Background: an optimization exercise with open tools, aiming at small area. Do not read the settings as production practice.
Only simulation tests tie the RTL to the original design; equivalence was not proved.
Power and IR drop assume default switching activity.

==> v2: inputs <==
Design network_tx, start of the top module:
module network_tx (
  input  logic        tx_clock,
  input  logic        rst,
  input  logic        udp_tx_request,
  input  logic [15:0] udp_tx_length,
  input  logic [7:0]  udp_tx_data,
  output logic        udp_tx_enable,
  output logic        udp_tx_active,
  input  logic        run,
  input  logic [47:0] local_mac,
  input  logic [31:0] local_ip,
  input  logic [47:0] dest_mac,
  input  logic [31:0] dest_ip,
  input  logic [15:0] dest_port,
  output logic [7:0]  phy_txd,
  output logic        phy_tx_en
);
  logic [6:0]  p;
  logic [10:0] pc;         
  logic [47:0] tx_dest_mac;
  logic [31:0] tx_dest_ip;
  logic [15:0] tx_dest_port;
  logic [31:0] crc_q;
  logic [31:0] crc_n;
  logic [15:0] acc;        
  logic        acc_c;      
  logic        acc_g;      
  logic [7:0]  m;          
  logic [7:0]  cd;         
  logic [7:0]  cb;         
  logic [7:0]  ipb;        
  logic [7:0]  macb;       
  logic [10:0] sl;         
  logic        fcs, crc_g;
  assign sl = pc + ((p > 7'd37) ? 11'd56 : 11'd54) + {10'd0, (p == 7'd34) || (p == 7'd56)};
  always_ff @(posedge tx_clock) begin
    if (rst) p <= '0;
    else if (p == 7'd0) p <= udp_tx_request ? 7'd6 : 7'd0;
  ...
==> module network_tx, before the edit <==
module network_tx (
  input  logic        tx_clock,
  input  logic        rst,
  input  logic        udp_tx_request,
  input  logic [15:0] udp_tx_length,
  input  logic [7:0]  udp_tx_data,
  output logic        udp_tx_enable,
  output logic        udp_tx_active,
  input  logic        run,
  input  logic [47:0] local_mac,
  input  logic [31:0] local_ip,
  input  logic [47:0] dest_mac,
  input  logic [31:0] dest_ip,
  input  logic [15:0] dest_port,
  output logic [7:0]  phy_txd,
  output logic        phy_tx_en
);
  logic [6:0]  p;
  logic [10:0] pc;         
  logic [47:0] tx_dest_mac;
  logic [31:0] tx_dest_ip;
  logic [15:0] tx_dest_port;
  logic [31:0] crc_q;
  logic [31:0] crc_n;
  logic [15:0] acc;        
  logic        acc_c;      
  logic        acc_g;      
  logic [7:0]  m;          
  logic [7:0]  cd;         
  logic [7:0]  cb;         
  logic [7:0]  ipb;        
  logic [7:0]  macb;       
  logic [10:0] sl;         
  logic        fcs, crc_g;
  assign sl = pc + ((p > 7'd37) ? 11'd56 : 11'd54) + {10'd0, (p == 7'd34) || (p == 7'd56)};
  always_ff @(posedge tx_clock) begin
    if (rst) p <= '0;
    else if (p == 7'd0) p <= udp_tx_request ? 7'd6 : 7'd0;
    else if (p == 7'd58) p <= (pc == 11'd1998) ? 7'd59 : 7'd58;
    else if (p == 7'd76) p <= '0;
    else p <= p + 7'd1;
  end
  always_ff @(posedge tx_clock) begin
    if (p == 7'd6) pc <= udp_tx_length[10:0];
    else pc <= pc - 11'd1;
  end
  assign udp_tx_enable = (p == 7'd7);
  assign udp_tx_active = (p == 7'd57) || (p == 7'd58 && pc != 11'd1998);
  always_ff @(posedge tx_clock) begin
    if (!run) begin
      tx_dest_mac  <= dest_mac;
      tx_dest_ip   <= dest_ip;
      tx_dest_port <= dest_port;
    end
  end
  always_comb begin
    case (p[4:0])
      5'd11: ipb = local_ip[31:24];
      5'd12: ipb = local_ip[23:16];
      5'd13: ipb = local_ip[15:8];
      5'd14: ipb = local_ip[7:0];
      5'd15: ipb = tx_dest_ip[31:24];
      5'd16: ipb = tx_dest_ip[23:16];
      5'd17: ipb = tx_dest_ip[15:8];
      5'd18: ipb = tx_dest_ip[7:0];
      default: ipb = 8'h00;
    endcase
  end
  always_comb begin
    case (p[3:0])
      4'd1: macb = tx_dest_mac[47:40];
      4'd2: macb = tx_dest_mac[39:32];
      4'd3: macb = tx_dest_mac[31:24];
      4'd4: macb = tx_dest_mac[23:16];
      4'd5: macb = tx_dest_mac[15:8];
      4'd6: macb = tx_dest_mac[7:0];
      4'd7: macb = local_mac[47:40];
      4'd8: macb = local_mac[39:32];
      4'd9: macb = local_mac[31:24];
      4'd10: macb = local_mac[23:16];
      4'd11: macb = local_mac[15:8];
      default: macb = local_mac[7:0];
    endcase
  end
  always_comb begin
    if (p == 7'd6) cb = 8'h12;
    else if (p == 7'd7) cb = 8'h05;
    else if (p >= 7'd11 && p <= 7'd18) cb = ipb;
    else if (p == 7'd33 || p == 7'd34) cb = m;
    else if (p >= 7'd57) cb = udp_tx_data;
    else cb = 8'h00;
  end
  assign acc_g = (p > 7'd7) && (p < 7'd56);
  always_ff @(posedge tx_clock) begin
    {acc_c, acc[15:8]} <= {1'b0, acc[7:0] & {8{acc_g}}} + {1'b0, cb} + {8'd0, acc_c & acc_g};
    acc[7:0] <= acc[15:8];
  end
  always_comb begin
    case (p)
      7'd17, 7'd18, 7'd19, 7'd20, 7'd21, 7'd22, 7'd23, 7'd24, 7'd25, 7'd26, 7'd27, 7'd28: m = macb;
      7'd29: m = 8'h08;
      7'd31: m = 8'h45;
      7'd33: m = {5'd0, sl[10:8]};
      7'd34: m = sl[7:0];
      7'd37: m = 8'h40;
      7'd39: m = 8'h80;
      7'd40: m = 8'h11;
      7'd41, 7'd42: m = ~acc[7:0];
      7'd43, 7'd44, 7'd45, 7'd46, 7'd47, 7'd48, 7'd49, 7'd50: m = ipb;
      7'd51: m = 8'h04;
      7'd53: m = tx_dest_port[15:8];
      7'd54: m = tx_dest_port[7:0];
      7'd55: m = {5'd0, sl[10:8]};
      7'd56: m = sl[7:0];
      7'd58, 7'd59: m = acc[7:0];
      default: m = 8'h00;
    endcase
  end
  always_comb begin
    case (p)
      7'd13: cd = 8'h62;
      7'd14: cd = 8'h81;
      7'd15: cd = 8'h90;
      7'd16: cd = 8'hD9;
      default: cd = m;
    endcase
  end
  assign fcs   = (p >= 7'd60) && (p <= 7'd63);
  assign crc_g = !fcs && !((p >= 7'd13) && (p <= 7'd16));
  crc32_byte crc_inst (.c(crc_q), .g(crc_g), .d(cd), .n(crc_n));
  always_ff @(posedge tx_clock) crc_q <= crc_n;
  always_comb begin
    if (p >= 7'd9 && p <= 7'd15) phy_txd = 8'h55;
    else if (p == 7'd16) phy_txd = 8'hD5;
    else if (fcs) phy_txd = ~crc_q[7:0];
    else phy_txd = m;
  end
  assign phy_tx_en = (p >= 7'd9) && (p <= 7'd63);
endmodule
Settings: LEC_CHECK=0, CAP_MARGIN=20, CORE_MARGIN=2, CORE_UTILIZATION=40, SLEW_MARGIN=20; clock period 10.0 ns.
standard.sh (not shown) runs the stock make flow with config.mk's settings and CLKGATE_MAP_FILE= SYNTH_SCRIPT=/design/flow/synth_recipe.tcl, a recipe that flattens the netlist after the stock synthesis.
==> flow/flow/run.sh <==
#!/bin/bash
# The standard layout (standard.sh) with these changes:
#  - synthesis maps the logic with an area-oriented abc script (deepsyn,
#    then area-recovering mapping) and leaves
#    adders to abc instead of half/full-adder cells (registers are mapped
#    before either step, so they are the standard synthesis's registers)
#  - each port gets the smallest buffer, sky130_fd_sc_hd__buf_1
#  - the clock tree uses clkbuf_8 and no dummy loads
set -euo pipefail
rm -rf scripts
cp -r "$FLOW_HOME/scripts" scripts
cp flow/abc_area.script scripts/abc_speed.script
export SCRIPTS_DIR="$PWD/scripts"
export ADDER_MAP_FILE=
export BUFFER_PORTS_ARGS="-buffer_cell sky130_fd_sc_hd__buf_1"
export CTS_ARGS="-sink_clustering_enable -repair_clock_nets -dont_use_dummy_load -buf_list sky130_fd_sc_hd__clkbuf_8"
bash standard.sh > standard.log 2>&1
==> flow/flow/abc_area.script <==
&get -n
&st
&deepsyn -T 60
&dch
&nf -R 1000
&put
==> v16 (differences from v2) <==
--- a/flow/design.v
+++ b/flow/design.v
@@ -56,2 +56,3 @@
   logic [15:0] tx_dest_port;
+  logic [7:0]  pay_q;      
   logic [31:0] crc_q;
@@ -64,12 +65,10 @@
   logic [7:0]  cb;         
-  logic [7:0]  ipb;        
-  logic [7:0]  macb;       
   logic [10:0] sl;         
   logic        fcs, crc_g;
-  assign sl = pc + ((p > 7'd37) ? 11'd56 : 11'd54) + {10'd0, (p == 7'd34) || (p == 7'd56)};
+  assign sl = pc + ((p < 7'd40) ? 11'd28 : 11'd8);
   always_ff @(posedge tx_clock) begin
     if (rst) p <= '0;
-    else if (p == 7'd0) p <= udp_tx_request ? 7'd6 : 7'd0;
-    else if (p == 7'd58) p <= (pc == 11'd1998) ? 7'd59 : 7'd58;
-    else if (p == 7'd76) p <= '0;
+    else if (p == 7'd0) p <= udp_tx_request ? 7'd1 : 7'd0;
+    else if (p == 7'd53) p <= (pc == 11'd1) ? 7'd54 : 7'd53;
+    else if (p == 7'd71) p <= '0;
     else p <= p + 7'd1;
@@ -77,7 +76,7 @@
   always_ff @(posedge tx_clock) begin
-    if (p == 7'd6) pc <= udp_tx_length[10:0];
-    else pc <= pc - 11'd1;
-  end
-  assign udp_tx_enable = (p == 7'd7);
-  assign udp_tx_active = (p == 7'd57) || (p == 7'd58 && pc != 11'd1998);
+    if (p == 7'd1) pc <= udp_tx_length[10:0];
+    else if (p == 7'd53) pc <= pc - 11'd1;
+  end
+  assign udp_tx_enable = (p == 7'd2);
+  assign udp_tx_active = (p == 7'd52) || (p == 7'd53 && pc != 11'd1);
   always_ff @(posedge tx_clock) begin
@@ -89,40 +88,21 @@
   end
+  always_ff @(posedge tx_clock) pay_q <= udp_tx_data;
   always_comb begin
-    case (p[4:0])
-      5'd11: ipb = local_ip[31:24];
-      5'd12: ipb = local_ip[23:16];
-      5'd13: ipb = local_ip[15:8];
-      5'd14: ipb = local_ip[7:0];
-      5'd15: ipb = tx_dest_ip[31:24];
-      5'd16: ipb = tx_dest_ip[23:16];
-      5'd17: ipb = tx_dest_ip[15:8];
-      5'd18: ipb = tx_dest_ip[7:0];
-      default: ipb = 8'h00;
+    case (p)
+      7'd1: cb = 8'h2E;
+      7'd2: cb = 8'h05;
+      7'd3: cb = pc[7:0];
+      7'd4: cb = {5'd0, pc[10:8]};
+      7'd5: cb = local_ip[7:0];
+      7'd6: cb = local_ip[15:8];
+      7'd7: cb = local_ip[23:16];
+      7'd8: cb = local_ip[31:24];
+      7'd9: cb = tx_dest_ip[7:0];
+      7'd10: cb = tx_dest_ip[15:8];
+      7'd11: cb = tx_dest_ip[23:16];
+      7'd12: cb = tx_dest_ip[31:24];
+      default: cb = 8'h00;
     endcase
   end
-  always_comb begin
-    case (p[3:0])
-      4'd1: macb = tx_dest_mac[47:40];
-      4'd2: macb = tx_dest_mac[39:32];
-      4'd3: macb = tx_dest_mac[31:24];
-      4'd4: macb = tx_dest_mac[23:16];
-      4'd5: macb = tx_dest_mac[15:8];
-      4'd6: macb = tx_dest_mac[7:0];
-      4'd7: macb = local_mac[47:40];
-      4'd8: macb = local_mac[39:32];
-      4'd9: macb = local_mac[31:24];
-      4'd10: macb = local_mac[23:16];
-      4'd11: macb = local_mac[15:8];
-      default: macb = local_mac[7:0];
-    endcase
-  end
-  always_comb begin
-    if (p == 7'd6) cb = 8'h12;
-    else if (p == 7'd7) cb = 8'h05;
-    else if (p >= 7'd11 && p <= 7'd18) cb = ipb;
-    else if (p == 7'd33 || p == 7'd34) cb = m;
-    else if (p >= 7'd57) cb = udp_tx_data;
-    else cb = 8'h00;
-  end
-  assign acc_g = (p > 7'd7) && (p < 7'd56);
+  assign acc_g = (p > 7'd2);
   always_ff @(posedge tx_clock) begin
@@ -133,18 +113,36 @@
     case (p)
-      7'd17, 7'd18, 7'd19, 7'd20, 7'd21, 7'd22, 7'd23, 7'd24, 7'd25, 7'd26, 7'd27, 7'd28: m = macb;
-      7'd29: m = 8'h08;
-      7'd31: m = 8'h45;
-      7'd33: m = {5'd0, sl[10:8]};
-      7'd34: m = sl[7:0];
-      7'd37: m = 8'h40;
-      7'd39: m = 8'h80;
-      7'd40: m = 8'h11;
-      7'd41, 7'd42: m = ~acc[7:0];
-      7'd43, 7'd44, 7'd45, 7'd46, 7'd47, 7'd48, 7'd49, 7'd50: m = ipb;
-      7'd51: m = 8'h04;
-      7'd53: m = tx_dest_port[15:8];
-      7'd54: m = tx_dest_port[7:0];
-      7'd55: m = {5'd0, sl[10:8]};
-      7'd56: m = sl[7:0];
-      7'd58, 7'd59: m = acc[7:0];
+      7'd11: m = tx_dest_mac[47:40];
+      7'd12: m = tx_dest_mac[39:32];
+      7'd13: m = tx_dest_mac[31:24];
+      7'd14: m = tx_dest_mac[23:16];
+      7'd15: m = tx_dest_mac[15:8];
+      7'd16: m = tx_dest_mac[7:0];
+      7'd17: m = local_mac[47:40];
+      7'd18: m = local_mac[39:32];
+      7'd19: m = local_mac[31:24];
+      7'd20: m = local_mac[23:16];
+      7'd21: m = local_mac[15:8];
+      7'd22: m = local_mac[7:0];
+      7'd23: m = 8'h08;
+      7'd25: m = 8'h45;
+      7'd27: m = {5'd0, sl[10:8]};
+      7'd28: m = sl[7:0];
+      7'd31: m = 8'h40;
+      7'd33: m = 8'h80;
+      7'd34: m = 8'h11;
+      7'd35, 7'd36: m = ~acc[15:8];
+      7'd37: m = local_ip[31:24];
+      7'd38: m = local_ip[23:16];
+      7'd39: m = local_ip[15:8];
+      7'd40: m = local_ip[7:0];
+      7'd41: m = tx_dest_ip[31:24];
+      7'd42: m = tx_dest_ip[23:16];
+      7'd43: m = tx_dest_ip[15:8];
+      7'd44: m = tx_dest_ip[7:0];
+      7'd45: m = 8'h04;
+      7'd47: m = tx_dest_port[15:8];
+      7'd48: m = tx_dest_port[7:0];
+      7'd49: m = {5'd0, sl[10:8]};
+      7'd50: m = sl[7:0];
+      7'd53: m = pay_q;
       default: m = 8'h00;
@@ -154,6 +152,6 @@
     case (p)
-      7'd13: cd = 8'h62;
-      7'd14: cd = 8'h81;
-      7'd15: cd = 8'h90;
-      7'd16: cd = 8'hD9;
+      7'd7: cd = 8'h62;
+      7'd8: cd = 8'h81;
+      7'd9: cd = 8'h90;
+      7'd10: cd = 8'hD9;
       default: cd = m;
@@ -161,13 +159,13 @@
   end
-  assign fcs   = (p >= 7'd60) && (p <= 7'd63);
-  assign crc_g = !fcs && !((p >= 7'd13) && (p <= 7'd16));
+  assign fcs   = (p >= 7'd54) && (p <= 7'd57);
+  assign crc_g = !fcs && !((p >= 7'd7) && (p <= 7'd10));
   crc32_byte crc_inst (.c(crc_q), .g(crc_g), .d(cd), .n(crc_n));
   always_ff @(posedge tx_clock) crc_q <= crc_n;
-  always_comb begin
-    if (p >= 7'd9 && p <= 7'd15) phy_txd = 8'h55;
-    else if (p == 7'd16) phy_txd = 8'hD5;
-    else if (fcs) phy_txd = ~crc_q[7:0];
-    else phy_txd = m;
-  end
-  assign phy_tx_en = (p >= 7'd9) && (p <= 7'd63);
+  always_ff @(posedge tx_clock) begin
+    if (p >= 7'd3 && p <= 7'd9) phy_txd <= 8'h55;
+    else if (p == 7'd10) phy_txd <= 8'hD5;
+    else if (fcs) phy_txd <= ~crc_q[7:0];
+    else phy_txd <= m;
+  end
+  assign phy_tx_en = (p >= 7'd4) && (p <= 7'd58);
 endmodule
--- a/flow/flow/run.sh
+++ b/flow/flow/run.sh
@@ -2,4 +2,3 @@
 # The standard layout (standard.sh) with these changes:
-#  - synthesis maps the logic with an area-oriented abc script (deepsyn,
-#    then area-recovering mapping) and leaves
+#  - synthesis maps the logic with an area-oriented abc script and leaves
 #    adders to abc instead of half/full-adder cells (registers are mapped
==> flow/flow/abc_area.script (replaced) <==
&get -n
&st
&dch
&nf -R 1000
&put
==> v12 (differences from v2) <==
--- a/flow/flow/run.sh
+++ b/flow/flow/run.sh
@@ -2,4 +2,3 @@
 # The standard layout (standard.sh) with these changes:
-#  - synthesis maps the logic with an area-oriented abc script (deepsyn,
-#    then area-recovering mapping) and leaves
+#  - synthesis maps the logic with an area-oriented abc script and leaves
 #    adders to abc instead of half/full-adder cells (registers are mapped
==> flow/flow/abc_area.script (replaced) <==
&get -n
&st
&dch
&nf -R 1000
&put
==> results.cfg <==
[outcome]
outcome = complete, no violations

[yosys]
synth_compound_area_share_pct = 18.0
synth-xor-area-share_pct = 11.3

[worst_setup_path]
r2r_cells = 19
cpMostUsedCell = nor2_1
crit_slowest_cell = nor3b_1

[pwr]
p_sw_share_pct = 34.7
power-per-cell-area_nw_per_um2 = 241

[layout]
fillers = 1720
final_cells = 1142

[sta]
fin_crit_ps = 7510

[grt]
track_usage_pct = 23.1
grt_pass1_wl_mm = 34.8

[detailed_routing]
drt-vias-per-instance = 5.61
num_vias = 6412

[die]
die_w_um = 140
initial_utilization_pct = 41.0
# the run above: v12

==> results.cfg <==
[outcome]
outcome = complete, no violations

[worst_setup_path]
r2r_cells = 19
crit_path_max_fanout = 17

[detailed_routing]
drt-vias-per-instance = 5.75
num_vias = 6876

[yosys]
synth_compound_area_share_pct = 16.7
synth-xor-area-share_pct = 10.4
synth_top_family_by_area = compound AO/OA/AOI/OAI gates

[sta]
max_freq_mhz = 179

[pwr]
seqPwrFrac_pct = 50.6
power-per-cell-area_nw_per_um2 = 209
p_int_mw = 1.37

[layout]
final_cells = 1195
fillers = 1823

[grt]
use_met2_pct = 39.4
grt_pass1_wl_mm = 38.5
track_usage_pct = 25.7
# the run above: v16

==> results.cfg <==
[layout]
fillers = 1751
final_cells = 1117
bufAreaShareNonClock_pct = 10.6

[detailed_routing]
drt-vias-per-instance = 5.61
num_vias = 6264

[grt]
grt_pass1_wl_mm = 34.4

[pwr]
power-per-cell-area_nw_per_um2 = 244
p_sw_share_pct = 34.7

[yosys]
synth-xor-area-share_pct = 9.90
synth_compound_area_share_pct = 17.3

[worst_setup_path]
crit_slowest_cell = dfxtp_1
r2r_cells = 24

[die]
initial_utilization_pct = 40.5
die_w_um = 139

[outcome]
outcome = complete, no violations
# the run above: v2

static timing again, ports no longer ideal:
How much do the figures lean on ideal ports? The routed layouts below were timed once more, with nothing changed but the port constraints.
Step 1 assumes that a clkbuf_16 drives the clock port and a buf_2 every other input.
Step 2 adds t to the input delays and takes it off the output delays; t is the mean of the earliest and latest rising clock arrival at the registers after step 1. Input paths then give back, and output paths get back, about the clock's delay inside the block.
Three values: ideal, step 1, step 2; two values: the first two.
run | t (ns) | setup WS [ns] | worst setup path after step 2 | slew at the worst register clock pin (ns)
v2 | 0.480 | 2.989 / 2.989 / 2.974 | input to register | 0.09 / 0.09
v16 | 0.494 | 4.422 / 4.422 / 4.279 | input to register | 0.12 / 0.12
v12 | 0.487 | 2.493 / 2.453 / 2.940 | register to output | 0.11 / 0.11
After both steps every run listed still meets setup and hold. The setup slack of v16, which loses most, moves by 0.000 ns with the drivers and by -0.143 ns with both steps.
